This is an optimization exercise on Yosys and OpenROAD, whose aim is small area, not a production implementation.
In this exercise RTL edits were held to simulation tests only and were not proved equivalent to the original.
Power figures rest on the tool's default switching activity, not on a simulated workload.

==> design.v <==
package sobel_pkg;
  localparam int PIX_W_DEF = 8;
  localparam int WIN_W     = 9 * PIX_W_DEF;
  localparam int TAP_TL = 8;
  localparam int TAP_TM = 7;
  localparam int TAP_TR = 6;
  localparam int TAP_ML = 5;
  localparam int TAP_MM = 4;
  localparam int TAP_MR = 3;
  localparam int TAP_BL = 2;
  localparam int TAP_BM = 1;
  localparam int TAP_BR = 0;
  function automatic logic [PIX_W_DEF-1:0] win_tap(input logic [WIN_W-1:0] win,
                                                   input int              k);
    win_tap = win[k*PIX_W_DEF +: PIX_W_DEF];
  endfunction
endpackage
module line_delay
#(
  parameter int DEPTH = 125,
  parameter int PIX_W = sobel_pkg::PIX_W_DEF
) (
  input  logic             clk,
  input  logic             rst,
  input  logic             en_i,
  input  logic [PIX_W-1:0] din_i,
  output logic [PIX_W-1:0] dout_o
);
  logic [PIX_W-1:0] sr_q [DEPTH];
  logic [PIX_W-1:0] keep_w;
  assign keep_w = {PIX_W{!rst}};
  always_ff @(posedge clk) begin
    sr_q[0] <= en_i ? din_i : (sr_q[0] & keep_w);
    for (int i = 1; i < DEPTH; i++) begin
      sr_q[i] <= en_i ? sr_q[i-1] : (sr_q[i] & keep_w);
    end
  end
  assign dout_o = sr_q[DEPTH-1];
endmodule
module sobel_window_reader
#(
  parameter int IMG_W = 128,
  parameter int IMG_H = 128,
  parameter int PIX_W = sobel_pkg::PIX_W_DEF
) (
  input  logic                 clk,
  input  logic                 rst,
  input  logic                 pix_valid_i,
  input  logic [7:0]           pix_i,
  output logic [71:0]          win_o,
  output logic                 win_valid_o,
  output logic                 frame_done_o,
  output logic [6:0]           row_o,
  output logic [6:0]           col_o
);
  localparam int CW = (IMG_W > 1) ? $clog2(IMG_W) : 1;
  localparam int RW = (IMG_H > 1) ? $clog2(IMG_H) : 1;
  logic             en;
  logic [PIX_W-1:0] tap_q [9];
  logic [PIX_W-1:0] tap_d [9];
  logic [PIX_W-1:0] a_out;
  logic [PIX_W-1:0] b_out;
  logic [CW-1:0]    col_q;
  logic [RW-1:0]    row_q;
  logic             acc_q;
  assign en = pix_valid_i;
  line_delay #(.DEPTH(IMG_W - 3), .PIX_W(PIX_W)) u_delay_a (
    .clk    (clk),
    .rst    (rst),
    .en_i   (en),
    .din_i  (tap_q[sobel_pkg::TAP_BL]),
    .dout_o (a_out)
  );
  line_delay #(.DEPTH(IMG_W - 3), .PIX_W(PIX_W)) u_delay_b (
    .clk    (clk),
    .rst    (rst),
    .en_i   (en),
    .din_i  (tap_q[sobel_pkg::TAP_ML]),
    .dout_o (b_out)
  );
  always_comb begin
    tap_d[sobel_pkg::TAP_TL] = tap_q[sobel_pkg::TAP_TM];
    tap_d[sobel_pkg::TAP_TM] = tap_q[sobel_pkg::TAP_TR];
    tap_d[sobel_pkg::TAP_TR] = b_out;
    tap_d[sobel_pkg::TAP_ML] = tap_q[sobel_pkg::TAP_MM];
    tap_d[sobel_pkg::TAP_MM] = tap_q[sobel_pkg::TAP_MR];
    tap_d[sobel_pkg::TAP_MR] = a_out;
    tap_d[sobel_pkg::TAP_BL] = tap_q[sobel_pkg::TAP_BM];
    tap_d[sobel_pkg::TAP_BM] = tap_q[sobel_pkg::TAP_BR];
    tap_d[sobel_pkg::TAP_BR] = pix_i;
  end
  always_ff @(posedge clk) begin
    for (int i = 0; i < 9; i++) begin
      tap_q[i] <= en ? tap_d[i] : (tap_q[i] & {PIX_W{!rst}});
    end
  end
  always_ff @(posedge clk) begin
    if (rst) begin
      col_q <= CW'(IMG_W - 2);
      row_q <= RW'(IMG_H - 2);
      acc_q <= 1'b0;
    end else begin
      acc_q <= en;
      if (en) begin
        col_q <= col_q + CW'(1);
        if (col_q == CW'(IMG_W - 2)) begin
          row_q <= row_q + RW'(1);
        end
      end
    end
  end
  assign win_valid_o  = acc_q && (col_q != '0) && (col_q != CW'(IMG_W - 1))
                              && (row_q != '0) && (row_q != RW'(IMG_H - 1));
  assign frame_done_o = acc_q && (col_q == CW'(IMG_W - 2)) && (row_q == RW'(IMG_H - 2));
  assign row_o        = row_q;
  assign col_o        = col_q;
  assign win_o        = {tap_q[sobel_pkg::TAP_TL], tap_q[sobel_pkg::TAP_TM], tap_q[sobel_pkg::TAP_TR],
                         tap_q[sobel_pkg::TAP_ML], tap_q[sobel_pkg::TAP_MM], tap_q[sobel_pkg::TAP_MR],
                         tap_q[sobel_pkg::TAP_BL], tap_q[sobel_pkg::TAP_BM], tap_q[sobel_pkg::TAP_BR]};
endmodule
==> flow/run.sh <==
#!/bin/bash
# The standard ORFS layout with three changes to how it is built:
#  - port buffers are buf_1 (the default pick is a 10 um2 delay buffer),
#  - CTS inserts no dummy loads,
#  - CTS uses clkbuf_8 sinks in clusters of at most 20 within 60 um.
# Everything else (synthesis, floorplan, power grid, tap cells, timing repair) is standard.sh.
set -euo pipefail
bash standard.sh \
  "BUFFER_PORTS_ARGS=-buffer_cell sky130_fd_sc_hd__buf_1" \
  "CTS_ARGS=-sink_clustering_enable -repair_clock_nets -dont_use_dummy_load -sink_clustering_size 12 -sink_clustering_max_diameter 40 -buf_list sky130_fd_sc_hd__clkbuf_4" \
  finish > flow_make.log 2>&1
==> standard.sh <==
#!/bin/bash
# synth_recipe.tcl (not shown) runs the flow's synth.tcl, then flattens the netlist and writes it again
# the make line also repeats each setting of config.mk as NAME=value (left out here)
make -C /OpenROAD-flow-scripts/flow DESIGN_CONFIG=/design/flow/config.mk WORK_HOME=/design/flow/orfs CLKGATE_MAP_FILE= SYNTH_SCRIPT=/design/flow/synth_recipe.tcl "${@:-finish}"
==> config.mk <==
export PLATFORM = sky130hd
export DESIGN_NAME = sobel_window_reader
export DESIGN_NICKNAME = sobel_window_reader
export VERILOG_FILES = /design/flow/design.v
export SDC_FILE = /design/flow/constraint.sdc
export NUM_CORES = 4
export LEC_CHECK = 0
export CAP_MARGIN = 20
export CORE_MARGIN = 2
export CORE_UTILIZATION = 75
export SLEW_MARGIN = 20
==> constraint.sdc <==
create_clock -name core_clock -period 5.0 [get_ports {clk}]
set_input_delay 1.0000 -clock core_clock [delete_from_list [all_inputs] [get_ports {clk}]]
set_output_delay 1.0000 -clock core_clock [all_outputs]
set_load 0.01 [all_outputs]
==> metrics.csv, run 1 <==
stage,metric,value,unit
worst_hold_path,hold path depth,2,
worst_setup_path,data arrival time of the critical path,2710,ps
logic_synthesis,most frequent cells after synthesis,"dfxtp_1 (2,087), a22o_1 (2,070), buf_2 (321)",
placed_design,dpl cell area,62900,um2
worst_setup_path,CP Capture Type,output port,
timing,fin worst setup slack,1290,ps
logic_synthesis,mapped cell area,62800,um2
worst_hold_path,Hold WC Path Type,input port to flip-flop,
logic_synthesis,post-synthesis sequential area ratio,66.5,%
global_route,GRT Residual Overflow,0,
clocking,"Setup Fix Bufs, Post-CTS",0,
logic_synthesis,"Async S/R FF share, synth",0,%
clocking,CTS Buf Count,202,
logic_synthesis,syn_nets,4724,
pwr,Lkg Pwr,0.0251,uW
timing,setup TNS,0,ps
floorplanning,Core ar.,83300,um2
timing,fmax,0.270,GHz
clocking,clk sinks,2087,
floorplanning,I/O Pins,99,
logic_synthesis,post-synth cell types,33,
floorplanning,std cell rows,106,
floorplanning,die width,293,um
drt,First-pass DRT Iterations,4,
floorplanning,Initial Util,75.4,%
finish,layout net count,4619,
logic_synthesis,largest cells by area after synthesis,"dfxtp_1 (67%), a22o_1 (29%), buf_2 (2.6%), clkbuf_1 (0.52%), buf_4 (0.27%)",
worst_setup_path,Setup crit start kind,flip-flop,
logic_synthesis,ys flop type,dfxtp_1,
logic_synthesis,Syn. warnings,7,
logic_synthesis,"area leader, netlist",dfxtp_1,
clocking,Clock Tree Buf Depth,3,
timing,Worst Tran Pin Value,1240,ps
timing,RSZ-0062 raised after global routing,no,
clocking,H-Tree Depth,4,
timing,Tmin final,3710,ps
drt,routed wire length,92700,um
placed_design,hpwl dp,49900,um
timing,Final setup viols,0,
worst_setup_path,crit path max fanout,5,
finish,register area,41800,um2
drt,Avg WL per Cell,16.3,um
placed_design,Final GP Congestion,0.740,
clocking,"Clk Latency, worst-skew pair",1070,ps
global_route,Total Routing Usage GR,20.9,%
timing,Max Slew Vio Count,0,
floorplanning,Vert. Die Dim,293,um
logic_synthesis,Yosys top cell area share,66.5,%
logic_synthesis,"EDFF count, synth",0,
placed_design,pre-CTS worst setup slack,1760,ps
worst_setup_path,WS Path Type,flip-flop to output port,
job,Max-Cap Viols,0,
timing,Hold Fails Final Rpt,0,
logic_synthesis,register bit count reported by yosys,2087,
timing,slew margin rel.,17.1,%
finish,post-route cell area,64500,um2
drt,DRT antenna net count,0,
drt,total number of vias,35800,
floorplanning,die area,86100,um2
global_route,first-pass GRT wire length,158000,um
finish,Area Overhead vs Synth,2.74,%
finish,layout cells sized above 1,5.63,%
logic_synthesis,Syn Inst Count,4707,
outcome,status,no timing/DRC/antenna violations,
drt,post-DR vias/cell,6.29,
worst_setup_path,Reg2Reg Depth,5,
clocking,Root Driver,clkbuf_4,
drt,initial drt markers,2161,
placed_design,PortBufs,98,
clocking,CTS tree,done,
logic_synthesis,Mean Syn Cell Area,13.3,um2
finish,Fillers,5393,
timing,clock skew,61.7,ps
finish,multi-input combinational cell area,18700,um2
clocking,clock slew at reported path FFs,110,ps
worst_setup_path,WP data required,4000,ps
pwr,Pwr Density,369,nW/um2
pwr,Peak supply drop,0.000267,V
timing,final worst-path cycle share,74.2,%
drt,DRC,0,
global_route,vias in the first global route,34100,
global_route,initial antenna violation count,2,
global_route,largest net degree at the start of global routing,259,
logic_synthesis,most frequent cell after synthesis,dfxtp_1,
state kept, by name, summed over array words and instances, names as in the netlist:
signal,cells
acc_q,1
row_q,7
col_q,7
tap_q,72
u_delay_b.sr_q,1000
u_delay_a.sr_q,1000
repair_timing:
action | 4_1_cts | 5_1_grt
hold buffers | 5 | 0
endpoints found under the hold margin | 5 | 0
resized for setup | 0 | 0
layout by cell type (no fill, tap or decap), types with 6 or more instances in the layout:
cell type | synthesis | routed
nor2_1 | 9 | 9
buf_12 | 0 | 28
ha_1 | 6 | 6
nand3_1 | 6 | 6
clkbuf_4 | 0 | 203
diode_2 | 0 | 7
a22o_1 | 2070 | 2070
nand2_1 | 11 | 11
dfxtp_1 | 2087 | 2087
buf_1 | 20 | 97
inv_1 | 7 | 7
buf_4 | 23 | 24
where the power goes:
group          internal (uW)  switching (uW)
Sequential             16700            36.3
Combinational            138             542
Clock                   1860            4580
Total                  18700            5160
layout make-up:
cell class / instances / area share, %
Tap cell: 1080 / 2.09
Sequential cell: 2087 / 64.8
Timing Repair Buffer: 155 / 1.80
Clock buffer: 202 / 2.35
Inverter: 7 / 0.0407
Antenna cell: 7 / 0.0272
Multi-Input combinational cell: 2149 / 28.9
worst max-delay path, stage by stage, from the launching register on:
cell	delay [ps]
dfxtp_1	360
inv_1	110
ha_1	150
or4b_2	600
nor3_1	160
nor4_1	100
buf_1	160
path summary, 6_finish.rpt:
| path | endpoint | from | slack [ps] |
|---|---|---|---|
| max | win_valid_o | row_q[0]$_SDFFE_PP0P_ | 1290 |
| min | tap_q[0][7]$_DFF_P_ | pix_i[7] | 130 |
| max reg2reg | row_q[0]$_SDFFE_PP0P_ | col_q[0]$_SDFFE_PP0P_ | 3330 |
| min reg2reg | u_delay_b.sr_q[88][2]$_DFF_P_ | u_delay_b.sr_q[87][2]$_DFF_P_ | 420 |
through the flow:
step	instances	hold WS [ps]	utilization, %	power (uW)
6_report	5687	130	77.5	23800
5_1_grt	5683	71.0	77.4	24800
4_1_cts	5680	0.460	77.4	24100
3_5_place_dp	5473	454	75.6	17800
3_3_place_gp	5473	451	75.6	17700
2_1_floorplan	4707	440	-	17700
routing by layer:
metal  share of wire, %  track usage, %  wire length [um]
met3                2.8            3.90              2600
met4                1.8            6.55              1670
met1                 52            29.3             47800
met2                 44            33.0             40700
met5                  0               0                 0
kinds of logic (layout without fill, tap and decap cells):
logic type	count (synthesis)	count (layout)	share of synthesized area, %
fa+ha+maj	6	6	0.120
compound gates	2080	2080	29.0
buf+inv	471	364	3.75
xor+xnor	3	3	0.0419
flops	2087	2087	66.5
simple gates	55	55	0.500
mux	5	5	0.0817
other cells	0	7	0
==> inputs of run 2 (changes only) <==
--- a/flow/run.sh
+++ b/flow/run.sh
@@ -4,3 +4,3 @@
 #  - CTS inserts no dummy loads,
-#  - CTS uses clkbuf_8 sinks in clusters of at most 20 within 60 um.
+#  - CTS uses clkbuf_4 buffers, sinks in clusters of at most 12 within 40 um.
 # Everything else (synthesis, floorplan, power grid, tap cells, timing repair) is standard.sh.
==> run 2 against run 1 <==
Effect of this change:
- count of clock-buffer cells in the layout unchanged
- clock power barely moved
- die area unchanged
- non-clock buffer count is the same
- synthesized cell count stayed put
- first-iteration DRC count unchanged
- critical path depth did not move
- fmax is the same
- sequential power about the same
- flip-flop and latch count unchanged
- via count unchanged
- largest power group unchanged
- highest routed layer unchanged
==> metrics.csv, run 2 <==
stage,metric,value,unit
drt,met1 wire length,47800,um
timing,Hold Fails Final Rpt,0,
worst_setup_path,data arrival time of the critical path,2710,ps
drt,met2 wire length,40700,um
clocking,"Clk Latency, worst-skew pair",1070,ps
worst_setup_path,crit path max fanout,5,
floorplanning,die area,86100,um2
finish,layout net count,4619,
logic_synthesis,Syn Inst Count,4707,
floorplanning,Initial Util,75.4,%
clocking,hold_buf cts,5,
worst_setup_path,CP Capture Type,output port,
timing,final worst-path cycle share,74.2,%
finish,Area Overhead vs Synth,2.74,%
timing,clock skew,61.7,ps
logic_synthesis,most frequent cells after synthesis,"dfxtp_1 (2,087), a22o_1 (2,070), buf_2 (321)",
clocking,"Setup Fix Bufs, Post-CTS",0,
worst_hold_path,Hold WC Path Type,input port to flip-flop,
timing,Worst Tran Pin Value,1240,ps
logic_synthesis,largest cells by area after synthesis,"dfxtp_1 (67%), a22o_1 (29%), buf_2 (2.6%), clkbuf_1 (0.52%), buf_4 (0.27%)",
finish,Fillers,5393,
pwr,total power,23800,uW
clocking,Clock Tree Buf Depth,3,
floorplanning,std cell rows,106,
logic_synthesis,mapped cell area,62800,um2
timing,RSZ-0062 raised after global routing,no,
finish,most frequent cells in the layout,"dfxtp_1 (2,087), a22o_1 (2,070), clkbuf_4 (203)",
job,Max-Cap Viols,0,
timing,fin worst setup slack,1290,ps
clocking,CTS tree,done,
drt,DRC,0,
logic_synthesis,syn_nets,4724,
drt,metal3 WL,2600,um
drt,DRT antenna net count,0,
worst_setup_path,Setup crit start kind,flip-flop,
logic_synthesis,Syn. warnings,7,
finish,layout cells sized above 1,5.63,%
drt,Highest Signal Layer,met4,
logic_synthesis,"Async S/R FF share, synth",0,%
logic_synthesis,Mean Syn Cell Area,13.3,um2
clocking,Root Driver,clkbuf_4,
timing,Max Slew Vio Count,0,
clocking,post-CTS resize count,0,
placed_design,Final GP Congestion,0.740,
logic_synthesis,post-synth cell types,33,
finish,Top Registers,"u_delay_a.sr_q (1000), u_delay_b.sr_q (1000), tap_q (72)",
logic_synthesis,"EDFF count, synth",0,
global_route,vias in the first global route,34100,
placed_design,pre-CTS worst setup slack,1760,ps
clocking,clock slew at reported path FFs,110,ps
finish,"commonest non-fill, non-tap cell in the layout",dfxtp_1,
clocking,H-Tree Depth,4,
floorplanning,die width,293,um
placed_design,PortBufs,98,
timing,Tmin final,3710,ps
logic_synthesis,Yosys top cell area share,66.5,%
global_route,largest net degree at the start of global routing,259,
pwr,Lkg Pwr,0.0251,uW
logic_synthesis,ys flop type,dfxtp_1,
outcome,status,no timing/DRC/antenna violations,
global_route,initial antenna violation count,2,
worst_setup_path,WS Path Type,flip-flop to output port,
pwr,Peak supply drop,0.000267,V
drt,post-DR vias/cell,6.29,
logic_synthesis,register bit count reported by yosys,2087,
timing,setup TNS,0,ps
timing,fmax,0.270,GHz
logic_synthesis,post-synthesis sequential area ratio,66.5,%
timing,slew margin rel.,17.1,%
logic_synthesis,most frequent cell after synthesis,dfxtp_1,
floorplanning,I/O Pins,99,
placed_design,hpwl dp,49900,um
drt,initial drt markers,2161,
floorplanning,Core ar.,83300,um2
drt,routed wire length,92700,um
global_route,GRT Residual Overflow,0,
floorplanning,Vert. Die Dim,293,um
clocking,CTS Buf Count,202,
worst_setup_path,WP data required,4000,ps
logic_synthesis,"area leader, netlist",dfxtp_1,
timing,Final setup viols,0,
drt,First-pass DRT Iterations,4,
global_route,Total Routing Usage GR,20.9,%
drt,Avg WL per Cell,16.3,um
drt,total number of vias,35800,
global_route,first-pass GRT wire length,158000,um
pwr,Pwr Density,369,nW/um2
clocking,clk sinks,2087,
run 2: cell counts after synthesis:
No cell type changed its count.
run 2: area by class of cell:
cell class / count / area, um2 / area share [%]
flip-flops and latches: 2087 / 41800 / 64.8
multi-input cells: 2149 / 18700 / 28.9
clock buffers: 202 / 1520 / 2.35
well taps: 1080 / 1350 / 2.09
repair buffers: 155 / 1160 / 1.80
inverters: 7 / 26.3 / 0.0407
diodes: 7 / 17.5 / 0.0272
run 2: critical path, cell delays in order (launching register included):
cell,delay [ps]
dfxtp_1,360
inv_1,110
ha_1,150
or4b_2,600
nor3_1,160
nor4_1,100
buf_1,160
run 2: report_power, final:
part / switching, uW / internal, uW / total, uW
sequential: 36.3 / 16700 / 16700
combinational: 542 / 138 / 680
clock: 4580 / 1860 / 6440
total: 5160 / 18700 / 23800
run 2: cell families after synthesis:
kind of cell	count (synthesis)	synth area share, %
and+or+nand+nor	55	0.500
DFF	2087	66.5
adders and majority gates	6	0.120
muxes	5	0.0817
xor gates and xnor gates	3	0.0419
AOI/OAI and AO/OA	2080	29.0
buffers and inverters	471	3.75
run 2: final timing paths:
| path | from | slack, ps | cells past startpoint | endpoint |
|---|---|---|---|---|
| setup / recovery | row_q[0]$_SDFFE_PP0P_ | 1290 | 6 | win_valid_o |
| hold / removal | pix_i[7] | 130 | 2 | tap_q[0][7]$_DFF_P_ |
| setup reg to reg | col_q[0]$_SDFFE_PP0P_ | 3330 | 5 | row_q[0]$_SDFFE_PP0P_ |
| hold reg to reg | u_delay_b.sr_q[87][2]$_DFF_P_ | 420 | 1 | u_delay_b.sr_q[88][2]$_DFF_P_ |
run 2: through the flow:
stage                     cells  util (%)  cell area [um2]  hold slack, ps
after floorplan            4707         -            62800             440
after global placement     5473      75.6            62900             451
after detailed placement   5473      75.6            62900             454
after CTS                  5680      77.4            64500           0.460
after global routing       5683      77.4            64500            71.0
final                      5687      77.5            64500             130
run 2: layer usage:
metal,track usage [%],vias to the layer above
met1,29.3,17400
met3,3.90,163
met4,6.55,0
met5,0,-
li1,-,17900
met2,33.0,314
==> inputs of run 3 (changes only) <==
--- a/config.mk
+++ b/config.mk
@@ -9,3 +9,4 @@
 export CORE_MARGIN = 2
-export CORE_UTILIZATION = 75
+export CORE_UTILIZATION = 80
+export PLACE_DENSITY = 0.85
 export SLEW_MARGIN = 20
==> run 3 against run 2 <==
Effect of this change:
- fmax is 0.54% higher
- die area is 6.2% lower
- register-to-register slack hardly changed
- sequential power hardly changed
- largest power group unchanged
- highest routed layer unchanged
- global-route usage is 2.1 points higher
- combinational power is 2% lower
- sequential share of layout area is 0.24 points higher
- final area is 0.37% lower
- count of clock-buffer cells in the layout is 4 lower
- still clean on timing, DRC and antenna
- utilization is 5.4 points higher
- via count is 0.89% higher
- setup slack better by 20 ps
- largest cell class unchanged
==> metrics.csv, run 3 <==
stage,metric,value,unit
outcome,status,no timing/DRC/antenna violations,
worst_hold_path,Hold WC Path Type,input port to flip-flop,
global_route,initial antenna violation count,2,
timing,Hold Fails Final Rpt,0,
finish,post-route cell area,64300,um2
floorplanning,die area,80700,um2
clocking,hold_buf cts,0,
logic_synthesis,Syn Inst Count,4707,
pwr,P_sw,5190,uW
logic_synthesis,most frequent cells after synthesis,"dfxtp_1 (2,087), a22o_1 (2,070), buf_2 (321)",
pwr,Pwr Density,370,nW/um2
logic_synthesis,"Async S/R FF share, synth",0,%
logic_synthesis,Syn. warnings,7,
worst_setup_path,data arrival time of the critical path,2690,ps
timing,Final setup viols,0,
finish,layout cells sized above 1,5.47,%
global_route,GRT Residual Overflow,0,
clocking,clock slew at reported path FFs,110,ps
drt,Avg WL per Cell,17.0,um
drt,initial drt markers,2448,
logic_synthesis,largest cells by area after synthesis,"dfxtp_1 (67%), a22o_1 (29%), buf_2 (2.6%), clkbuf_1 (0.52%), buf_4 (0.27%)",
finish,"Core Util, Final",82.8,%
drt,DRT antenna net count,0,
finish,layout net count,4606,
placed_design,dpl cell area,62800,um2
placed_design,PortBufs,98,
finish,multi-input combinational cell area,18700,um2
floorplanning,I/O Pins,99,
worst_setup_path,CP Capture Type,output port,
timing,final worst-path cycle share,73.8,%
timing,Max Slew Vio Count,0,
drt,routed wire length,95600,um
global_route,vias in the first global route,33900,
worst_setup_path,critical path launch point,row_q[0]$_SDFFE_PP0P_,
clocking,Clock Tree Buf Depth,3,
finish,"commonest non-fill, non-tap cell in the layout",dfxtp_1,
finish,Fillers,4475,
worst_setup_path,crit path max fanout,5,
logic_synthesis,syn_nets,4724,
pwr,Peak supply drop,0.000265,V
logic_synthesis,Mean Syn Cell Area,13.3,um2
pwr,Int Pwr,18600,uW
pwr,clock share of power,27.0,%
floorplanning,Initial Util,80.9,%
logic_synthesis,"area leader, netlist",dfxtp_1,
clocking,CTS Buf Count,198,
floorplanning,Vert. Die Dim,284,um
worst_setup_path,WP data required,4000,ps
worst_hold_path,hold_sp,pix_i[5],
timing,setup TNS,0,ps
timing,clock skew,92.5,ps
logic_synthesis,post-synth cell types,33,
finish,register area,41800,um2
logic_synthesis,Yosys top cell area share,66.5,%
global_route,largest net degree at the start of global routing,248,
drt,First-pass DRT Iterations,5,
clocking,"Setup Fix Bufs, Post-CTS",0,
logic_synthesis,mapped cell area,62800,um2
clocking,"Clk Latency, worst-skew pair",1120,ps
worst_setup_path,Setup crit start kind,flip-flop,
finish,Top Registers,"u_delay_a.sr_q (1000), u_delay_b.sr_q (1000), tap_q (72)",
timing,Worst Tran Pin Value,988,ps
clocking,CTS tree,done,
finish,Area Overhead vs Synth,2.36,%
floorplanning,Core ar.,77600,um2
logic_synthesis,register bit count reported by yosys,2087,
global_route,Total Routing Usage GR,22.9,%
logic_synthesis,most frequent cell after synthesis,dfxtp_1,
worst_setup_path,start of the worst register-to-register path,col_q[0]$_SDFFE_PP0P_,
placed_design,Final GP Congestion,0.757,
worst_setup_path,WS Path Type,flip-flop to output port,
drt,post-DR vias/cell,6.41,
drt,DRC,0,
drt,total number of vias,36100,
pwr,sequential power share,70.2,%
timing,Tmin final,3690,ps
timing,slew margin rel.,34.1,%
pwr,switching share of power,21.8,%
floorplanning,std cell rows,102,
timing,fmax,0.271,GHz
pwr,Comb pwr share,2.8,%
floorplanning,die width,284,um
clocking,post-CTS resize count,0,
clocking,H-Tree Depth,4,
logic_synthesis,ys flop type,dfxtp_1,
clocking,clk sinks,2087,
pwr,Lkg Pwr,0.0250,uW
timing,RSZ-0062 raised after global routing,no,
global_route,first-pass GRT wire length,163000,um
job,Max-Cap Viols,0,
clocking,Root Driver,clkbuf_4,
logic_synthesis,"EDFF count, synth",0,
logic_synthesis,post-synthesis sequential area ratio,66.5,%
finish,most frequent cells in the layout,"dfxtp_1 (2,087), a22o_1 (2,070), clkbuf_4 (199)",
placed_design,hpwl dp,53000,um
## run 3: changes by cell type in the layout (fill, tap and decap cells not counted), sizes merged
cell,change
diode,+2
dlygate4sd3,-5
buf,-4
clkbuf,-4
## run 3: cells by family after synthesis
| family | after synthesis | synth area share [%] |
|---|---|---|
| AOI/OAI and AO/OA | 2080 | 29.0 |
| muxes | 5 | 0.0817 |
| and+or+nand+nor | 55 | 0.500 |
| xor gates and xnor gates | 3 | 0.0419 |
| DFF | 2087 | 66.5 |
| buffers and inverters | 471 | 3.75 |
| adders and majority gates | 6 | 0.120 |
## run 3: worst paths after layout
kind,endpoint,slack (ps),depth (start not counted)
worst max register to register,row_q[0]$_SDFFE_PP0P_,3320,5
worst max-delay path,win_valid_o,1310,6
worst min-delay path,tap_q[0][5]$_DFF_P_,120,2
worst min register to register,u_delay_b.sr_q[107][4]$_DFF_P_,400,1
## run 3: critical path, cell delays in order, from the launching register on
cell and delay, ps:
dfxtp_1 360, inv_1 110, ha_1 140, or4b_2 580, nor3_1 190, nor4_1 80, buf_1 160
## run 3: area by class of cell
cell class | instances | share of cell area, %
diodes | 9 | 0.0350
repair buffers | 146 | 1.55
flip-flops and latches | 2087 | 65.0
multi-input cells | 2149 | 29.0
clock buffers | 198 | 2.31
well taps | 1040 | 2.02
inverters | 7 | 0.0409
## run 3: through the flow
stage	setup WS, ps	power [uW]	hold WS [ps]	instances
6_report	1310	23800	117	5636
5_1_grt	1100	24700	27.4	5635
3_5_place_dp	1790	17700	454	5429
2_1_floorplan	2620	17700	440	4707
3_3_place_gp	1860	17700	450	5429
4_1_cts	1170	24000	1.03	5627
## run 3: power groups by stage
stage                     clock network [uW]  registers (uW)  logic [uW]
final                                   6430           16700         667
after global routing                    7300           16700         738
after CTS                               6660           16700         669
after detailed placement                   0           17100         668
after global placement                     0           17100         660
after floorplan                            0           17100         583
## run 3: layer usage
layer,vias to the layer above,global-route usage [%],wire (um)
li1,17800,-,-
met1,17800,34.3,48300
met2,352,34.8,43300
met3,141,3.95,2450
met4,0,6.07,1600
met5,-,0,0
==> inputs of run 4 (changes only) <==
--- a/flow/run.sh
+++ b/flow/run.sh
@@ -9,3 +9,3 @@
   "BUFFER_PORTS_ARGS=-buffer_cell sky130_fd_sc_hd__buf_1" \
-  "CTS_ARGS=-sink_clustering_enable -repair_clock_nets -dont_use_dummy_load -sink_clustering_size 12 -sink_clustering_max_diameter 40 -buf_list sky130_fd_sc_hd__clkbuf_4" \
+  "CTS_ARGS=-sink_clustering_enable -repair_clock_nets -dont_use_dummy_load -sink_clustering_size 22 -sink_clustering_max_diameter 45 -buf_list sky130_fd_sc_hd__clkbuf_8" \
   finish > flow_make.log 2>&1
--- a/config.mk
+++ b/config.mk
@@ -9,4 +9,4 @@
 export CORE_MARGIN = 2
-export CORE_UTILIZATION = 80
-export PLACE_DENSITY = 0.85
+export CORE_UTILIZATION = 85
+export PLACE_DENSITY = 0.9
 export SLEW_MARGIN = 20
==> run 4 against run 3 <==
Effect of this change:
- largest cell class unchanged
- highest routed layer unchanged
- clock power rose by 12%
- critical path type unchanged
- largest power group unchanged
- critical path depth did not move
- still clean
- die area decreased by 5.8%
- register-to-register slack better by 20 ps
==> metrics.csv, run 4 <==
stage,metric,value,unit
drt,total number of vias,36500,
timing,Hold Fails Final Rpt,0,
placed_design,Final GP Congestion,0.758,
logic_synthesis,post-synth cell types,33,
timing,Worst Tran Pin Value,963,ps
global_route,Total Routing Usage GR,26.2,%
finish,layout cells sized above 1,4.24,%
floorplanning,Initial Util,85.9,%
clocking,post-CTS resize count,0,
logic_synthesis,most frequent cells after synthesis,"dfxtp_1 (2,087), a22o_1 (2,070), buf_2 (321)",
timing,clock skew,55.5,ps
logic_synthesis,register bit count reported by yosys,2087,
logic_synthesis,largest cells by area after synthesis,"dfxtp_1 (67%), a22o_1 (29%), buf_2 (2.6%), clkbuf_1 (0.52%), buf_4 (0.27%)",
clocking,CTS tree,done,
global_route,vias in the first global route,34500,
pwr,Lkg Pwr,0.0251,uW
pwr,Comb pwr share,2.7,%
logic_synthesis,post-synthesis sequential area ratio,66.5,%
finish,multi-input combinational cell area,18700,um2
finish,"commonest non-fill, non-tap cell in the layout",dfxtp_1,
floorplanning,Core ar.,73100,um2
timing,fin worst setup slack,1470,ps
finish,most frequent cells in the layout,"dfxtp_1 (2,087), a22o_1 (2,070), clkbuf_8 (144)",
finish,Fillers,3412,
global_route,largest net degree at the start of global routing,220,
logic_synthesis,mapped cell area,62800,um2
finish,layout net count,4547,
timing,RSZ-0062 raised after global routing,no,
finish,register area,41800,um2
logic_synthesis,syn_nets,4724,
logic_synthesis,ys flop type,dfxtp_1,
logic_synthesis,"Async S/R FF share, synth",0,%
logic_synthesis,"area leader, netlist",dfxtp_1,
pwr,Peak supply drop,0.000332,V
logic_synthesis,"EDFF count, synth",0,
clocking,clk sinks,2087,
logic_synthesis,Syn. warnings,7,
drt,First-pass DRT Iterations,8,
global_route,GRT Residual Overflow,0,
pwr,Pwr Density,381,nW/um2
global_route,first-pass GRT wire length,170000,um
pwr,switching share of power,21.2,%
drt,DRT antenna net count,0,
job,Max-Cap Viols,0,
placed_design,PortBufs,98,
worst_setup_path,"Critical Path, Cell by Cell",inv_1 -> ha_1 -> or4b_2 -> nor3_1 -> nor4_1 -> buf_1,
timing,slew margin rel.,35.8,%
worst_setup_path,highest cell delay on the worst timing path,590,ps
drt,post-DR vias/cell,6.66,
worst_setup_path,Setup crit start kind,flip-flop,
clocking,H-Tree Depth,4,
pwr,Int Pwr,19400,uW
pwr,sequential power share,67.9,%
clocking,hold_buf cts,0,
clocking,"Clk Latency, worst-skew pair",810,ps
worst_setup_path,crit path max-delay cell type,or4b_2,
drt,Avg WL per Cell,18.9,um
drt,DRC,0,
pwr,P_sw,5220,uW
worst_setup_path,data arrival time of the critical path,2530,ps
logic_synthesis,Mean Syn Cell Area,13.3,um2
timing,setup TNS,0,ps
timing,Tmin final,3530,ps
floorplanning,std cell rows,99,
drt,routed wire length,104000,um
worst_setup_path,WS Path Type,flip-flop to output port,
finish,Top Registers,"u_delay_a.sr_q (1000), u_delay_b.sr_q (1000), tap_q (72)",
placed_design,hpwl dp,55700,um
timing,fmax,0.283,GHz
finish,Area Overhead vs Synth,2.89,%
floorplanning,I/O Pins,99,
clocking,Root Driver,clkbuf_8,
clocking,Clock Tree Buf Depth,3,
timing,final worst-path cycle share,70.6,%
global_route,initial antenna violation count,1,
worst_setup_path,WP data required,4000,ps
timing,Final setup viols,0,
pwr,clock share of power,29.4,%
placed_design,pre-CTS worst setup slack,1900,ps
logic_synthesis,Syn Inst Count,4707,
clocking,clock slew at reported path FFs,100,ps
outcome,status,no timing/DRC/antenna violations,
worst_setup_path,"reg-to-reg slack, setup",3340,ps
logic_synthesis,Yosys top cell area share,66.5,%
worst_setup_path,crit path max fanout,5,
clocking,CTS Buf Count,144,
finish,"Core Util, Final",88.4,%
worst_hold_path,Hold WC Path Type,input port to flip-flop,
drt,initial drt markers,2773,
clocking,"Setup Fix Bufs, Post-CTS",0,
floorplanning,die area,76100,um2
floorplanning,die width,276,um
timing,Max Slew Vio Count,0,
logic_synthesis,most frequent cell after synthesis,dfxtp_1,
worst_setup_path,CP Capture Type,output port,
floorplanning,Vert. Die Dim,276,um
==> run 4: path summary, 6_finish.rpt <==
path / end / from / depth (start not counted)
worst max-delay path: win_valid_o / row_q[0]$_SDFFE_PP0P_ / 6
worst min-delay path: tap_q[0][2]$_DFF_P_ / pix_i[2] / 2
worst max register to register: row_q[0]$_SDFFE_PP0P_ / col_q[0]$_SDFFE_PP0P_ / 5
worst min register to register: u_delay_a.sr_q[68][2]$_DFF_P_ / u_delay_a.sr_q[67][2]$_DFF_P_ / 1
==> run 4: logic make-up after synthesis <==
| kind of cell | after synthesis | share of synthesized area [%] |
|---|---|---|
| DFF | 2087 | 66.5 |
| AOI/OAI and AO/OA | 2080 | 29.0 |
| buffers and inverters | 471 | 3.75 |
| and+or+nand+nor | 55 | 0.500 |
| adders and majority gates | 6 | 0.120 |
| muxes | 5 | 0.0817 |
| xor gates and xnor gates | 3 | 0.0419 |
==> run 4: metal layers <==
layer / wire (um) / track usage (%) / part of all wire, %
met1: 49600 / 37.1 / 48
met5: 0 / 0 / 0
met3: 2590 / 3.65 / 2.5
met2: 49400 / 42.3 / 48
met4: 2110 / 7.81 / 2.0
==> run 4: power groups by stage <==
stage | sequential [uW] | combinational (uW) | clock (uW)
6_report | 16700 | 670 | 7230
5_1_grt | 16700 | 734 | 7960
4_1_cts | 16700 | 667 | 7390
3_5_place_dp | 17100 | 662 | 0
3_3_place_gp | 17100 | 651 | 0
2_1_floorplan | 17100 | 583 | 0
==> run 4: final cells by class <==
cell class                 count  area share, %
sequential                  2087           64.7
timing repair buffer         141           1.48
multi-input combinational   2149           28.9
antenna                        1        0.00387
inverter                       7         0.0407
tap                          959           1.86
clock buffer                 144           3.07
==> run 4: critical path, delay by kind of cell (launching register included) <==
| kind | cells | cell delay, ps |
|---|---|---|
| adder cells (fa/ha/maj) | 1 | 150 |
| buffers and inverters | 2 | 310 |
| flip-flops | 1 | 410 |
| AND/OR/NAND/NOR | 3 | 880 |
==> run 4: metrics by stage <==
stage	total power, uW	cells	hold slack, ps	cell area, um2
after floorplan	17700	4707	440	62800
after global placement	17700	5343	452	62600
after detailed placement	17700	5343	454	62600
after CTS	24700	5487	334	64600
after global routing	25400	5488	383	64600
final	24600	5488	411	64600
==> inputs of run 5 (changes only) <==
--- a/flow/run.sh
+++ b/flow/run.sh
@@ -9,3 +9,3 @@
   "BUFFER_PORTS_ARGS=-buffer_cell sky130_fd_sc_hd__buf_1" \
-  "CTS_ARGS=-sink_clustering_enable -repair_clock_nets -dont_use_dummy_load -sink_clustering_size 22 -sink_clustering_max_diameter 45 -buf_list sky130_fd_sc_hd__clkbuf_8" \
+  "CTS_ARGS=-sink_clustering_enable -repair_clock_nets -dont_use_dummy_load -sink_clustering_size 11 -sink_clustering_max_diameter 40 -buf_list sky130_fd_sc_hd__clkbuf_4" \
   finish > flow_make.log 2>&1
==> run 5 against run 4 <==
Effect of this change:
- first-iteration DRC count is 4.9% lower
- hold slack worse by 240 ps
- largest power group unchanged
- die area stayed put
- via count is 0.35% lower
- critical endpoint unchanged
- power is 2.9% lower
- clock skew is 22 ps higher
- largest cell class unchanged
- final area is 0.62% lower
==> metrics.csv, run 5 <==
stage,metric,value,unit
finish,Fillers,3578,
drt,routed wire length,99400,um
worst_setup_path,start of the worst register-to-register path,col_q[0]$_SDFFE_PP0P_,
timing,Worst Tran Pin Value,967,ps
outcome,status,no timing/DRC/antenna violations,
worst_setup_path,crit path max fanout,5,
floorplanning,std cell rows,99,
worst_hold_path,hold path depth,2,
clocking,clk sinks,2087,
worst_setup_path,WP data required,4000,ps
finish,Top Registers,"u_delay_a.sr_q (1000), u_delay_b.sr_q (1000), tap_q (72)",
logic_synthesis,"area leader, netlist",dfxtp_1,
logic_synthesis,post-synthesis sequential area ratio,66.5,%
drt,Avg WL per Cell,17.9,um
placed_design,hpwl dp,55700,um
clocking,"Setup Fix Bufs, Post-CTS",0,
clocking,clock slew at reported path FFs,110,ps
timing,Hold Fails Final Rpt,0,
timing,final worst-path cycle share,76.7,%
finish,layout net count,4613,
clocking,Root Driver,clkbuf_4,
worst_hold_path,Hold WC Path Type,input port to flip-flop,
clocking,"Clk Latency, worst-skew pair",1050,ps
pwr,Lkg Pwr,0.0250,uW
logic_synthesis,register bit count reported by yosys,2087,
worst_setup_path,CP Capture Type,output port,
logic_synthesis,"Async S/R FF share, synth",0,%
worst_setup_path,"reg-to-reg slack, setup",3340,ps
logic_synthesis,Syn Inst Count,4707,
floorplanning,die area,76100,um2
drt,DRT antenna net count,0,
logic_synthesis,ys flop type,dfxtp_1,
global_route,vias in the first global route,34300,
worst_setup_path,crit path max-delay cell type,or4b_2,
logic_synthesis,post-synth cell types,33,
logic_synthesis,Yosys top cell area share,66.5,%
worst_setup_path,Setup crit start kind,flip-flop,
clocking,CTS Buf Count,210,
floorplanning,I/O Pins,99,
floorplanning,Vert. Die Dim,276,um
placed_design,PortBufs,98,
clocking,Clock Tree Buf Depth,3,
timing,setup TNS,0,ps
timing,clock skew,77.6,ps
finish,Area Overhead vs Synth,2.25,%
worst_setup_path,"Critical Path, Cell by Cell",inv_1 -> ha_1 -> or4b_2 -> nor3_1 -> nor4_1 -> buf_1,
clocking,post-CTS resize count,0,
worst_setup_path,Reg2Reg Depth,5,
global_route,first-pass GRT wire length,165000,um
drt,post-DR vias/cell,6.56,
logic_synthesis,most frequent cell after synthesis,dfxtp_1,
drt,total number of vias,36400,
logic_synthesis,largest cells by area after synthesis,"dfxtp_1 (67%), a22o_1 (29%), buf_2 (2.6%), clkbuf_1 (0.52%), buf_4 (0.27%)",
worst_hold_path,Hold Path End,tap_q[0][5]$_DFF_P_,
job,Max-Cap Viols,0,
finish,most frequent cells in the layout,"dfxtp_1 (2,087), a22o_1 (2,070), clkbuf_4 (211)",
logic_synthesis,"EDFF count, synth",0,
drt,DRC,0,
worst_setup_path,WS Path Type,flip-flop to output port,
finish,layout cells sized above 1,5.62,%
logic_synthesis,syn_nets,4724,
floorplanning,Initial Util,85.9,%
placed_design,Inst Count DP,5343,
worst_setup_path,data arrival time of the critical path,2830,ps
timing,Final setup viols,0,
floorplanning,Core ar.,73100,um2
worst_setup_path,highest cell delay on the worst timing path,580,ps
clocking,CTS tree,done,
placed_design,Final GP Congestion,0.758,
logic_synthesis,Mean Syn Cell Area,13.3,um2
global_route,largest net degree at the start of global routing,220,
timing,Max Slew Vio Count,0,
timing,RSZ-0062 raised after global routing,no,
logic_synthesis,Syn. warnings,7,
pwr,Peak supply drop,0.000291,V
global_route,GRT Residual Overflow,0,
timing,Tmin final,3830,ps
logic_synthesis,mapped cell area,62800,um2
global_route,initial antenna violation count,2,
drt,First-pass DRT Iterations,5,
logic_synthesis,most frequent cells after synthesis,"dfxtp_1 (2,087), a22o_1 (2,070), buf_2 (321)",
floorplanning,die width,276,um
finish,"commonest non-fill, non-tap cell in the layout",dfxtp_1,
global_route,Total Routing Usage GR,25.2,%
worst_hold_path,hold_sp,pix_i[5],
timing,fmax,0.261,GHz
drt,initial drt markers,2638,
timing,slew margin rel.,35.5,%
finish,Final Non-Filler Cells,5555,
clocking,hold_buf cts,0,
pwr,Pwr Density,372,nW/um2
worst_setup_path,r2r endpoint,row_q[0]$_SDFFE_PP0P_,
clocking,H-Tree Depth,4,
==> run 5: cell counts after synthesis <==
No cell type changed its count.
==> run 5: worst max-delay path by stage <==
| stage | end | startpoint | slack [ps] | cells after the start |
|---|---|---|---|---|
| final | win_valid_o | row_q[0]$_SDFFE_PP0P_ | 1170 | 6 |
| after global routing | win_valid_o | row_q[0]$_SDFFE_PP0P_ | 970 | 6 |
| after CTS | win_valid_o | row_q[0]$_SDFFE_PP0P_ | 1050 | 6 |
| after detailed placement | u_delay_b.sr_q[93][6]$_DFF_P_ | pix_valid_i | 1900 | 4 |
| after global placement | u_delay_b.sr_q[81][6]$_DFF_P_ | pix_valid_i | 1990 | 4 |
| after floorplan | win_valid_o | row_q[0]$_SDFFE_PP0P_ | 2620 | 5 |
==> run 5: worst max-delay path: cells and delay by family, from the launching register on <==
family                   cells  cell delay, ps
flip-flops                   1             410
buffers and inverters        2             310
adder cells (fa/ha/maj)      1             150
AND/OR/NAND/NOR              3             880
==> run 5: per-layer routing <==
layer / part of all wire, % / track usage (%)
met1: 48 / 35.9
met2: 47 / 40.1
met3: 2.7 / 3.91
met4: 1.5 / 7.70
met5: 0 / 0
==> run 5: layout make-up <==
type / instances / area (um2) / area share [%]
Clock buffer: 210 / 1580 / 2.46
Multi-Input combinational cell: 2149 / 18700 / 29.1
Inverter: 7 / 26.3 / 0.0409
Timing Repair Buffer: 141 / 957 / 1.49
Tap cell: 959 / 1200 / 1.87
Sequential cell: 2087 / 41800 / 65.1
Antenna cell: 2 / 5.00 / 0.00780
==> run 5: cells by family (layout without fill, tap and decap cells) <==
kind of cell               count (synthesis)  count (layout)  share of synthesized area [%]
AOI/OAI and AO/OA                       2080            2080                           29.0
xor gates and xnor gates                   3               3                         0.0419
adders and majority gates                  6               6                          0.120
buffers and inverters                    471             358                           3.75
DFF                                     2087            2087                           66.5
muxes                                      5               5                         0.0817
other                                      0               2                              0
and+or+nand+nor                           55              55                          0.500
==> run 5: per-stage QoR <==
step / util (%) / instance area (um2) / power, uW / worst slack [ps] / hold slack [ps]
floorplan: - / 62800 / 17700 / 2620 / 440
global placement: 85.7 / 62600 / 17700 / 1990 / 452
detailed placement: 85.7 / 62600 / 17700 / 1900 / 454
CTS: 87.8 / 64200 / 24100 / 1050 / 47.8
global route: 87.8 / 64200 / 24800 / 966 / 91.3
finish: 87.8 / 64200 / 23900 / 1170 / 168
==> run 5: where the power goes <==
| group | total, uW | switching, uW | internal, uW |
|---|---|---|---|
| Clock | 6520 | 4590 | 1930 |
| Sequential | 16700 | 39.9 | 16700 |
| Combinational | 666 | 543 | 123 |
==> inputs of run 6 (changes only) <==
--- a/config.mk
+++ b/config.mk
@@ -10,2 +10,3 @@
 export CORE_UTILIZATION = 85
+export GPL_TIMING_DRIVEN = 0
 export PLACE_DENSITY = 0.9
==> run 6 against run 5 <==
Effect of this change:
- die area did not move
- final area rose by 2.7%
- power rose by 1.3%
- setup slack improved by 130 ps
- register-to-register slack barely moved
- combinational power rose by 27%
- sequential share of layout area fell by 1.7 points
- synthesized cell count did not move
- critical path type unchanged
- fmax rose by 3.5%
- non-clock buffer count rose by 419
- utilization rose by 2.4 points
- count of clock-buffer cells in the layout did not move
==> metrics.csv, run 6 <==
stage,metric,value,unit
clocking,"Clk Latency, worst-skew pair",1100,ps
pwr,total power,24200,uW
worst_hold_path,hold_sp,pix_i[6],
timing,final worst-path cycle share,74.1,%
floorplanning,die area,76100,um2
global_route,Total Routing Usage GR,31.0,%
worst_hold_path,Hold WC Path Type,input port to flip-flop,
worst_setup_path,Setup crit start kind,flip-flop,
clocking,"Setup Fix Bufs, Post-CTS",0,
logic_synthesis,"Async S/R FF share, synth",0,%
global_route,first-pass GRT wire length,197000,um
clocking,Root Driver,clkbuf_4,
logic_synthesis,most frequent cell after synthesis,dfxtp_1,
timing,clock skew,85.9,ps
logic_synthesis,"area leader, netlist",dfxtp_1,
floorplanning,Core ar.,73100,um2
worst_setup_path,crit path max fanout,5,
drt,First-pass DRT Iterations,5,
logic_synthesis,mapped cell area,62800,um2
logic_synthesis,register bit count reported by yosys,2087,
logic_synthesis,largest cells by area after synthesis,"dfxtp_1 (67%), a22o_1 (29%), buf_2 (2.6%), clkbuf_1 (0.52%), buf_4 (0.27%)",
worst_hold_path,Hold Path End,tap_q[0][6]$_DFF_P_,
timing,Max Slew Vio Count,0,
timing,Worst Tran Pin Value,567,ps
drt,DRT antenna net count,0,
floorplanning,I/O Pins,99,
logic_synthesis,ys flop type,dfxtp_1,
clocking,post-CTS resize count,0,
placed_design,hpwl dp,77600,um
timing,fmax,0.270,GHz
logic_synthesis,syn_nets,4724,
clocking,CTS Buf Count,210,
clocking,hold_buf cts,0,
timing,Hold Fails Final Rpt,0,
worst_setup_path,WP data required,4000,ps
timing,slew margin rel.,62.2,%
floorplanning,std cell rows,99,
logic_synthesis,post-synthesis sequential area ratio,66.5,%
global_route,largest net degree at the start of global routing,17,
logic_synthesis,post-synth cell types,33,
worst_setup_path,data arrival time of the critical path,2700,ps
timing,Tmin final,3700,ps
drt,DRC,0,
worst_setup_path,CP Capture Type,output port,
finish,layout cells sized above 1,11.4,%
logic_synthesis,Syn Inst Count,4707,
drt,Avg WL per Cell,20.1,um
floorplanning,Initial Util,85.9,%
global_route,vias in the first global route,39500,
worst_setup_path,start of the worst register-to-register path,col_q[1]$_SDFFE_PP1P_,
timing,Final setup viols,0,
floorplanning,die width,276,um
finish,Final Non-Filler Cells,5975,
drt,initial drt markers,2416,
clocking,clk sinks,2087,
placed_design,Final GP Congestion,0.787,
pwr,Lkg Pwr,0.0264,uW
finish,Area Overhead vs Synth,5.01,%
worst_setup_path,Reg2Reg Depth,4,
timing,RSZ-0062 raised after global routing,no,
logic_synthesis,most frequent cells after synthesis,"dfxtp_1 (2,087), a22o_1 (2,070), buf_2 (321)",
logic_synthesis,"EDFF count, synth",0,
pwr,Pwr Density,367,nW/um2
logic_synthesis,Yosys top cell area share,66.5,%
worst_hold_path,hold path depth,2,
drt,total number of vias,39600,
placed_design,PortBufs,96,
worst_setup_path,"reg-to-reg slack, setup",3330,ps
clocking,clock slew at reported path FFs,120,ps
clocking,Clock Tree Buf Depth,3,
floorplanning,Vert. Die Dim,276,um
placed_design,Inst Count DP,5762,
global_route,initial antenna violation count,3,
outcome,status,no timing/DRC/antenna violations,
logic_synthesis,Mean Syn Cell Area,13.3,um2
global_route,GRT Residual Overflow,0,
finish,"Core Util, Final",90.2,%
worst_setup_path,WS Path Type,flip-flop to output port,
drt,routed wire length,120000,um
pwr,Peak supply drop,0.000299,V
job,Max-Cap Viols,0,
finish,most frequent cells in the layout,"dfxtp_1 (2,087), a22o_1 (2,070), buf_2 (321)",
timing,setup TNS,0,ps
clocking,CTS tree,done,
finish,Top Registers,"u_delay_a.sr_q (1000), u_delay_b.sr_q (1000), tap_q (72)",
worst_setup_path,critical path launch point,row_q[0]$_SDFFE_PP0P_,
clocking,H-Tree Depth,4,
finish,"commonest non-fill, non-tap cell in the layout",dfxtp_1,
worst_setup_path,r2r endpoint,row_q[0]$_SDFFE_PP0P_,
logic_synthesis,Syn. warnings,7,
finish,layout net count,5032,
drt,post-DR vias/cell,6.63,
==> run 6: area by class of cell <==
cell class	instances	area [um2]
flip-flops and latches	2087	41800
fillers	3043	7150
repair buffers	96	360
well taps	959	1200
plain buffers	464	2330
inverters	7	26.3
multi-input cells	2149	18700
diodes	3	7.51
clock buffers	210	1580
==> run 6: worst max-delay path by stage <==
stage                                         to  cells past startpoint  slack (ps)
global route                         win_valid_o                      6        1100
detailed placement  u_delay_a.sr_q[0][6]$_DFF_P_                      5        2410
finish                               win_valid_o                      6        1300
floorplan                            win_valid_o                      5        2620
CTS                                  win_valid_o                      6        1230
global placement                     win_valid_o                      6        2440
==> run 6: metal layers <==
| metal | vias up | GRT usage (%) | part of all wire, % |
|---|---|---|---|
| li1 | 18800 | - | - |
| met1 | 19700 | 40.8 | 45 |
| met5 | - | 0 | 0 |
| met4 | 0 | 10.9 | 2.7 |
| met3 | 298 | 4.79 | 3.8 |
| met2 | 885 | 52.4 | 49 |
==> run 6: where the power goes <==
part | internal, uW | switching [uW]
logic | 205 | 638
clock network | 1930 | 4740
registers | 16700 | 40.2
total | 18800 | 5420
==> run 6: critical path, cell delays in order (launching register included) <==
cell,delay [ps]
dfxtp_1,360
inv_1,110
ha_1,140
or4b_2,580
nor3_1,170
nor4_1,70
buf_1,170
==> run 6: through the flow <==
| step | hold WS, ps | setup slack [ps] | area, um2 |
|---|---|---|---|
| final | 126 | 1300 | 65900 |
| after global routing | 88.4 | 1100 | 65900 |
| after CTS | 45.1 | 1230 | 65900 |
| after detailed placement | 454 | 2410 | 64400 |
| after global placement | 452 | 2440 | 64400 |
| after floorplan | 440 | 2620 | 62800 |
==> run 6: cell families after synthesis <==
family                   Yosys count  synth area share (%)
AO/OA/AOI/OAI                   2080                  29.0
XOR/XNOR                           3                0.0419
adder cells (fa/ha/maj)            6                 0.120
buffers and inverters            471                  3.75
flip-flops                      2087                  66.5
multiplexers                       5                0.0817
AND/OR/NAND/NOR                   55                 0.500
==> inputs of run 7 (changes only) <==
--- a/flow/run.sh
+++ b/flow/run.sh
@@ -4,3 +4,3 @@
 #  - CTS inserts no dummy loads,
-#  - CTS uses clkbuf_4 buffers, sinks in clusters of at most 12 within 40 um.
+#  - CTS uses clkbuf_4 buffers, sinks in clusters of at most 11 within 40 um.
 # Everything else (synthesis, floorplan, power grid, tap cells, timing repair) is standard.sh.
--- a/config.mk
+++ b/config.mk
@@ -10,3 +10,2 @@
 export CORE_UTILIZATION = 85
-export GPL_TIMING_DRIVEN = 0
 export PLACE_DENSITY = 0.9
==> run 7 against run 6 <==
Effect of this change:
- synthesized area stayed put
- count of clock-buffer cells in the layout unchanged
- utilization decreased by 2.4 points
- hold slack better by 42 ps
- combinational power fell by 21%
- non-clock buffer count is 419 lower
- critical path depth unchanged
- synthesized cell count did not move
- final cell count decreased by 7.0%
==> metrics.csv, run 7 <==
stage,metric,value,unit
clocking,H-Tree Depth,4,
logic_synthesis,area share of fa/ha/maj cells after synthesis,0.120,%
finish,most frequent cells in the layout,"dfxtp_1 (2,087), a22o_1 (2,070), clkbuf_4 (211)",
timing,Tmin final,3830,ps
timing,WHS,168,ps
worst_setup_path,WS Path Type,flip-flop to output port,
floorplanning,Core ar.,73100,um2
clocking,clock slew at reported path FFs,110,ps
drt,Avg WL per Cell,17.9,um
placed_design,hpwl dp,55700,um
floorplanning,std cell rows,99,
timing,Final setup viols,0,
clocking,post-CTS resize count,0,
timing,slew margin rel.,35.5,%
logic_synthesis,most frequent cell after synthesis,dfxtp_1,
worst_setup_path,Setup crit start kind,flip-flop,
placed_design,Final GP Congestion,0.758,
clocking,Root Driver,clkbuf_4,
clocking,"Setup Fix Bufs, Post-CTS",0,
clocking,clk sinks,2087,
clocking,Clock Tree Buf Depth,3,
logic_synthesis,syn_nets,4724,
pwr,Lkg Pwr,0.0250,uW
floorplanning,Initial Util,85.9,%
global_route,Total Routing Usage GR,25.2,%
finish,layout cells sized above 1,5.62,%
global_route,vias in the first global route,34300,
worst_setup_path,"Critical Path, Cell by Cell",inv_1 -> ha_1 -> or4b_2 -> nor3_1 -> nor4_1 -> buf_1,
floorplanning,Vert. Die Dim,276,um
finish,Top Registers,"u_delay_a.sr_q (1000), u_delay_b.sr_q (1000), tap_q (72)",
logic_synthesis,Syn. warnings,7,
timing,Max Slew Vio Count,0,
logic_synthesis,"EDFF count, synth",0,
worst_setup_path,crit path max-delay cell type,or4b_2,
timing,RSZ-0062 raised after global routing,no,
logic_synthesis,register bit count reported by yosys,2087,
clocking,CTS Buf Count,210,
logic_synthesis,ys flop type,dfxtp_1,
global_route,first-pass GRT wire length,165000,um
timing,final worst-path cycle share,76.7,%
logic_synthesis,post-synth cell types,33,
finish,layout net count,4613,
job,Max-Cap Viols,0,
timing,Hold Fails Final Rpt,0,
logic_synthesis,"Async S/R FF share, synth",0,%
drt,initial drt markers,2638,
finish,Area Overhead vs Synth,2.25,%
drt,First-pass DRT Iterations,5,
drt,DRC,0,
worst_setup_path,CP Capture Type,output port,
logic_synthesis,post-synthesis sequential area ratio,66.5,%
floorplanning,die width,276,um
worst_setup_path,crit path max fanout,5,
global_route,largest net degree at the start of global routing,220,
logic_synthesis,Mean Syn Cell Area,13.3,um2
timing,fmax,0.261,GHz
global_route,initial antenna violation count,2,
drt,DRT antenna net count,0,
pwr,Peak supply drop,0.000291,V
clocking,CTS tree,done,
timing,setup TNS,0,ps
logic_synthesis,most frequent cells after synthesis,"dfxtp_1 (2,087), a22o_1 (2,070), buf_2 (321)",
logic_synthesis,Post-Synth Simple-Gate Area,0.500,%
pwr,Pwr Density,372,nW/um2
logic_synthesis,Yosys top cell area share,66.5,%
outcome,status,no timing/DRC/antenna violations,
timing,Worst Tran Pin Value,967,ps
global_route,GRT Residual Overflow,0,
logic_synthesis,Synth Area in XOR/XNOR,0.0418,%
logic_synthesis,post-synthesis compound-gate area fraction,29.0,%
worst_setup_path,highest cell delay on the worst timing path,580,ps
worst_setup_path,data arrival time of the critical path,2830,ps
floorplanning,die area,76100,um2
drt,routed wire length,99400,um
drt,post-DR vias/cell,6.56,
finish,"commonest non-fill, non-tap cell in the layout",dfxtp_1,
worst_setup_path,WP data required,4000,ps
clocking,"Clk Latency, worst-skew pair",1050,ps
drt,total number of vias,36400,
worst_hold_path,Hold WC Path Type,input port to flip-flop,
logic_synthesis,post-synthesis mux area share,0.0817,%
logic_synthesis,Syn Inst Count,4707,
logic_synthesis,"area leader, netlist",dfxtp_1,
logic_synthesis,largest cells by area after synthesis,"dfxtp_1 (67%), a22o_1 (29%), buf_2 (2.6%), clkbuf_1 (0.52%), buf_4 (0.27%)",
floorplanning,I/O Pins,99,
logic_synthesis,mapped cell area,62800,um2
logic_synthesis,largest family of logic cells by synthesized area,compound AO/OA/AOI/OAI gates,
timing,clock skew,77.6,ps
placed_design,PortBufs,98,
clocking,hold_buf cts,0,
[run 7: worst max-delay path: cells and delay by family, from the launching register on]
kind | cells | cell delay, ps
buffers and inverters | 2 | 310
adders and majority gates | 1 | 150
DFF | 1 | 410
and+or+nand+nor | 3 | 880
[run 7: layout make-up]
class                   instances  area (um2)
clock buffers                 210        1580
flip-flops and latches       2087       41800
well taps                     959        1200
diodes                          2        5.00
fillers                      3578        8880
inverters                       7        26.3
multi-input cells            2149       18700
repair buffers                141         957
[run 7: power breakdown]
part           internal, uW  switching (uW)  leakage [uW]
combinational           123             543       0.00722
sequential            16700            39.9        0.0168
clock                  1930            4590      0.000966
[run 7: worst paths after layout]
path              slack (ps)                          start                            end  depth (start not counted)
setup / recovery        1170          row_q[0]$_SDFFE_PP0P_                    win_valid_o                          6
hold / removal           170                       pix_i[5]            tap_q[0][5]$_DFF_P_                          2
setup reg to reg        3340          col_q[0]$_SDFFE_PP0P_          row_q[0]$_SDFFE_PP0P_                          5
hold reg to reg          430  u_delay_b.sr_q[93][5]$_DFF_P_  u_delay_b.sr_q[94][5]$_DFF_P_                          1
[run 7: layer usage]
metal  wire (um)  track usage, %
met3        2650            3.91
met5           0               0
met4        1480            7.70
met2       47200            40.1
met1       48100            35.9
[run 7: kinds of logic (layout without fill, tap and decap cells)]
logic type                 after synthesis  count (layout)
AOI/OAI and AO/OA                     2080            2080
adders and majority gates                6               6
DFF                                   2087            2087
xor gates and xnor gates                 3               3
other                                    0               2
buffers and inverters                  471             358
and+or+nand+nor                         55              55
muxes                                    5               5
[run 7: per-stage QoR]
stage | instance area (um2) | setup slack (ps) | instances | power (uW) | util (%)
after global placement | 62600 | 1990 | 5343 | 17700 | 85.7
final | 64200 | 1170 | 5555 | 23900 | 87.8
after global routing | 64200 | 966 | 5555 | 24800 | 87.8
after floorplan | 62800 | 2620 | 4707 | 17700 | -
after CTS | 64200 | 1050 | 5553 | 24100 | 87.8
after detailed placement | 62600 | 1900 | 5343 | 17700 | 85.7
==> inputs of run 8 (changes only) <==
==> flow/run.sh (replaced) <==
#!/bin/bash
# The standard ORFS layout with three changes to how it is built:
#  - port buffers are buf_1 (the default pick is a 10 um2 delay buffer),
#  - CTS inserts no dummy loads,
#  - CTS uses clkbuf_8 sinks in clusters of at most 20 within 60 um.
# Everything else (synthesis, floorplan, power grid, tap cells, timing repair) is standard.sh.
set -euo pipefail
bash standard.sh \
  "BUFFER_PORTS_ARGS=-buffer_cell sky130_fd_sc_hd__buf_1" \
  "CTS_ARGS=-sink_clustering_enable -repair_clock_nets -dont_use_dummy_load -sink_clustering_size 16 -sink_clustering_max_diameter 25 -buf_list sky130_fd_sc_hd__clkbuf_4" \
  finish > flow_make.log 2>&1
--- a/config.mk
+++ b/config.mk
@@ -9,4 +9,3 @@
 export CORE_MARGIN = 2
-export CORE_UTILIZATION = 85
-export PLACE_DENSITY = 0.9
+export CORE_UTILIZATION = 75
 export SLEW_MARGIN = 20
==> run 8 against run 7 <==
Effect of this change:
- clock skew down 6.0 ps
- count of clock-buffer cells in the layout up 171
- still clean
- critical path type unchanged
- sequential power about the same
- largest cell class unchanged
- combinational power up 2%
- final cell count up 5.6%
==> metrics.csv, run 8 <==
stage,metric,value,unit
logic_synthesis,Syn. warnings,7,
logic_synthesis,post-synth cell types,33,
worst_setup_path,crit path max fanout,6,
global_route,GRT Residual Overflow,0,
floorplanning,std cell rows,106,
placed_design,PortBufs,98,
drt,Avg WL per Cell,16.1,um
global_route,largest net degree at the start of global routing,259,
logic_synthesis,most frequent cell after synthesis,dfxtp_1,
logic_synthesis,area share of fa/ha/maj cells after synthesis,0.120,%
global_route,vias in the first global route,35600,
outcome,status,no timing/DRC/antenna violations,
floorplanning,Initial Util,75.4,%
logic_synthesis,mapped cell area,62800,um2
logic_synthesis,Yosys top cell area share,66.5,%
timing,clock skew,71.5,ps
worst_setup_path,WP data required,4000,ps
logic_synthesis,Mean Syn Cell Area,13.3,um2
drt,DRT antenna net count,0,
clocking,clk sinks,2087,
logic_synthesis,"area leader, netlist",dfxtp_1,
logic_synthesis,largest cells by area after synthesis,"dfxtp_1 (67%), a22o_1 (29%), buf_2 (2.6%), clkbuf_1 (0.52%), buf_4 (0.27%)",
logic_synthesis,post-synthesis sequential area ratio,66.5,%
logic_synthesis,register bit count reported by yosys,2087,
worst_setup_path,data arrival time of the critical path,2710,ps
timing,Worst Tran Pin Value,1160,ps
placed_design,dpl cell area,62900,um2
clocking,"Setup Fix Bufs, Post-CTS",0,
clocking,clock slew at reported path FFs,90,ps
drt,initial drt markers,2255,
finish,layout net count,4799,
logic_synthesis,Syn Inst Count,4707,
clocking,Clock Tree Buf Depth,4,
global_route,initial antenna violation count,2,
clocking,Root Driver,clkbuf_4,
floorplanning,I/O Pins,99,
pwr,Pwr Density,393,nW/um2
logic_synthesis,syn_nets,4724,
worst_setup_path,"reg-to-reg slack, setup",3340,ps
logic_synthesis,largest family of logic cells by synthesized area,compound AO/OA/AOI/OAI gates,
clocking,H-Tree Depth,5,
floorplanning,die area,86100,um2
worst_hold_path,Hold WC Path Type,input port to flip-flop,
finish,Area Overhead vs Synth,4.89,%
pwr,Lkg Pwr,0.0259,uW
worst_setup_path,start of the worst register-to-register path,col_q[0]$_SDFFE_PP0P_,
worst_hold_path,hold_sp,pix_i[2],
clocking,CTS tree,done,
job,Max-Cap Viols,0,
logic_synthesis,Synth Area in XOR/XNOR,0.0418,%
clocking,CTS Buf Count,381,
logic_synthesis,"EDFF count, synth",0,
finish,most frequent cells in the layout,"dfxtp_1 (2,087), a22o_1 (2,070), clkbuf_4 (382)",
timing,RSZ-0062 raised after global routing,no,
floorplanning,Core ar.,83300,um2
worst_setup_path,WS Path Type,flip-flop to output port,
drt,First-pass DRT Iterations,5,
timing,Hold Fails Final Rpt,0,
placed_design,hpwl dp,49900,um
global_route,Total Routing Usage GR,21.5,%
logic_synthesis,post-synthesis compound-gate area fraction,29.0,%
floorplanning,die width,293,um
global_route,first-pass GRT wire length,163000,um
finish,Fillers,5225,
finish,"commonest non-fill, non-tap cell in the layout",dfxtp_1,
floorplanning,Vert. Die Dim,293,um
logic_synthesis,post-synthesis mux area share,0.0817,%
logic_synthesis,"Async S/R FF share, synth",0,%
worst_hold_path,Hold Path End,tap_q[0][2]$_DFF_P_,
timing,Final setup viols,0,
clocking,"Clk Latency, worst-skew pair",1130,ps
logic_synthesis,ys flop type,dfxtp_1,
finish,register area,41800,um2
timing,Tmin final,3710,ps
worst_setup_path,CP Capture Type,output port,
drt,routed wire length,94700,um
finish,layout cells sized above 1,9.16,%
drt,total number of vias,36600,
worst_hold_path,hold path depth,2,
worst_setup_path,Reg2Reg Depth,5,
worst_setup_path,Setup crit start kind,flip-flop,
timing,final worst-path cycle share,74.1,%
timing,slew margin rel.,23.0,%
finish,post-route cell area,65900,um2
timing,setup TNS,0,ps
timing,Max Slew Vio Count,0,
timing,fmax,0.270,GHz
drt,post-DR vias/cell,6.24,
finish,multi-input combinational cell area,18700,um2
pwr,Peak supply drop,0.000290,V
logic_synthesis,Post-Synth Simple-Gate Area,0.500,%
finish,Top Registers,"u_delay_a.sr_q (1000), u_delay_b.sr_q (1000), tap_q (72)",
worst_setup_path,r2r endpoint,row_q[0]$_SDFFE_PP0P_,
logic_synthesis,most frequent cells after synthesis,"dfxtp_1 (2,087), a22o_1 (2,070), buf_2 (321)",
drt,DRC,0,
placed_design,Final GP Congestion,0.740,
==> run 8: cell count changes in the layout (fill, tap and decap cells not counted) <==
cell / previous run / this run
buf_12: 21 / 28
buf_4: 22 / 24
clkbuf_4: 211 / 382
diode_2: 2 / 5
dlygate4sd3_1: 0 / 6
==> run 8: kinds of logic (layout without fill, tap and decap cells) <==
kind of cell,after synthesis,in the layout
AO/OA/AOI/OAI,2080,2080
XOR/XNOR,3,3
adder cells (fa/ha/maj),6,6
buffers and inverters,471,544
flip-flops,2087,2087
multiplexers,5,5
other,0,5
AND/OR/NAND/NOR,55,55
==> run 8: final cells by class <==
| type | count | area share [%] |
|---|---|---|
| flip-flops and latches | 2087 | 63.4 |
| inverters | 7 | 0.0399 |
| well taps | 1080 | 2.05 |
| multi-input cells | 2149 | 28.3 |
| diodes | 5 | 0.0190 |
| repair buffers | 156 | 1.78 |
| clock buffers | 381 | 4.34 |
==> run 8: how the worst max path moves through the flow <==
stage | end | slack (ps) | from | depth (start not counted)
detailed placement | u_delay_b.sr_q[10][3]$_DFF_P_ | 1760 | pix_valid_i | 5
global placement | u_delay_b.sr_q[50][2]$_DFF_P_ | 1800 | pix_valid_i | 5
CTS | win_valid_o | 1160 | row_q[0]$_SDFFE_PP0P_ | 6
floorplan | win_valid_o | 2620 | row_q[0]$_SDFFE_PP0P_ | 5
global route | win_valid_o | 1120 | row_q[1]$_SDFFE_PP1P_ | 6
finish | win_valid_o | 1290 | row_q[1]$_SDFFE_PP1P_ | 6
==> run 8: critical path, stage by stage, from the launching register on <==
cell and delay, ps:
dfxtp_1 380, inv_1 80, ha_1 130, or4b_2 600
nor3_1 160, nor4_1 100, buf_1 160
==> run 8: repair_timing <==
action	4_1_cts	5_1_grt
resized for setup	0	0
hold endpoints to repair	6	0
hold buffers	6	0
==> run 8: layer usage <==
layer	vias to the layer above	part of all wire [%]	track usage, %
li1	18300	-	-
met1	17800	51	29.5
met2	356	45	33.6
met3	141	2.6	4.35
met4	0	1.7	8.35
met5	-	0	0
==> run 8: power by group <==
part | leakage [uW] | internal, uW | total [uW] | switching (uW)
Clock | 0.00175 | 3480 | 8490 | 5010
Combinational | 0.00732 | 139 | 681 | 542
Sequential | 0.0168 | 16700 | 16700 | 36.6
==> run 8: metrics by stage <==
step	cells	utilization (%)	hold WS (ps)	power (uW)	setup WS, ps
6_report	5865	79.1	140	25900	1290
5_1_grt	5863	79.1	78.1	27000	1120
4_1_cts	5860	79.1	4.93	26200	1160
3_5_place_dp	5473	75.6	454	17800	1760
3_3_place_gp	5473	75.6	451	17700	1800
2_1_floorplan	4707	-	440	17700	2620

==> re-timing with driven ports <==
Ports are ideal in the flow. The routed layouts listed here were re-timed in OpenROAD.
Step 1 sets driving cells, clkbuf_16 on the clock port and buf_2 on the other inputs (assumed; they add their load-dependent delay and slew).
Step 2 times the ports against the registers' clock, not the clock port: input delays grow and output delays shrink by t, the midpoint of the rising clock arrivals with the driver on.
Slacks: no drivers / after step 1 / after step 2; pairs: no drivers / after step 1.
| run | shift t [ns] | slack for setup (ns) | worst setup path after step 2 | worst slew at a driven data input, ns |
|---|---|---|---|---|
| run 1 | 1.119 | 1.290 / 1.226 / 1.703 | input to register | 0.06 |
| run 2 | 1.119 | 1.290 / 1.226 / 1.703 | input to register | 0.06 |
| run 3 | 1.139 | 1.310 / 1.246 / 1.768 | input to register | 0.04 |
| run 4 | 0.857 | 1.470 / 1.403 / 1.794 | input to register | 0.04 |
| run 5 | 1.107 | 1.166 / 1.097 / 1.768 | input to register | 0.04 |
| run 6 | 1.139 | 1.297 / 1.230 / 2.350 | input to register | 0.05 |
| run 7 | 1.107 | 1.166 / 1.097 / 1.768 | input to register | 0.04 |
| run 8 | 1.165 | 1.293 / 1.228 / 1.723 | input to register | 0.06 |
After both steps every run listed still meets setup and hold.
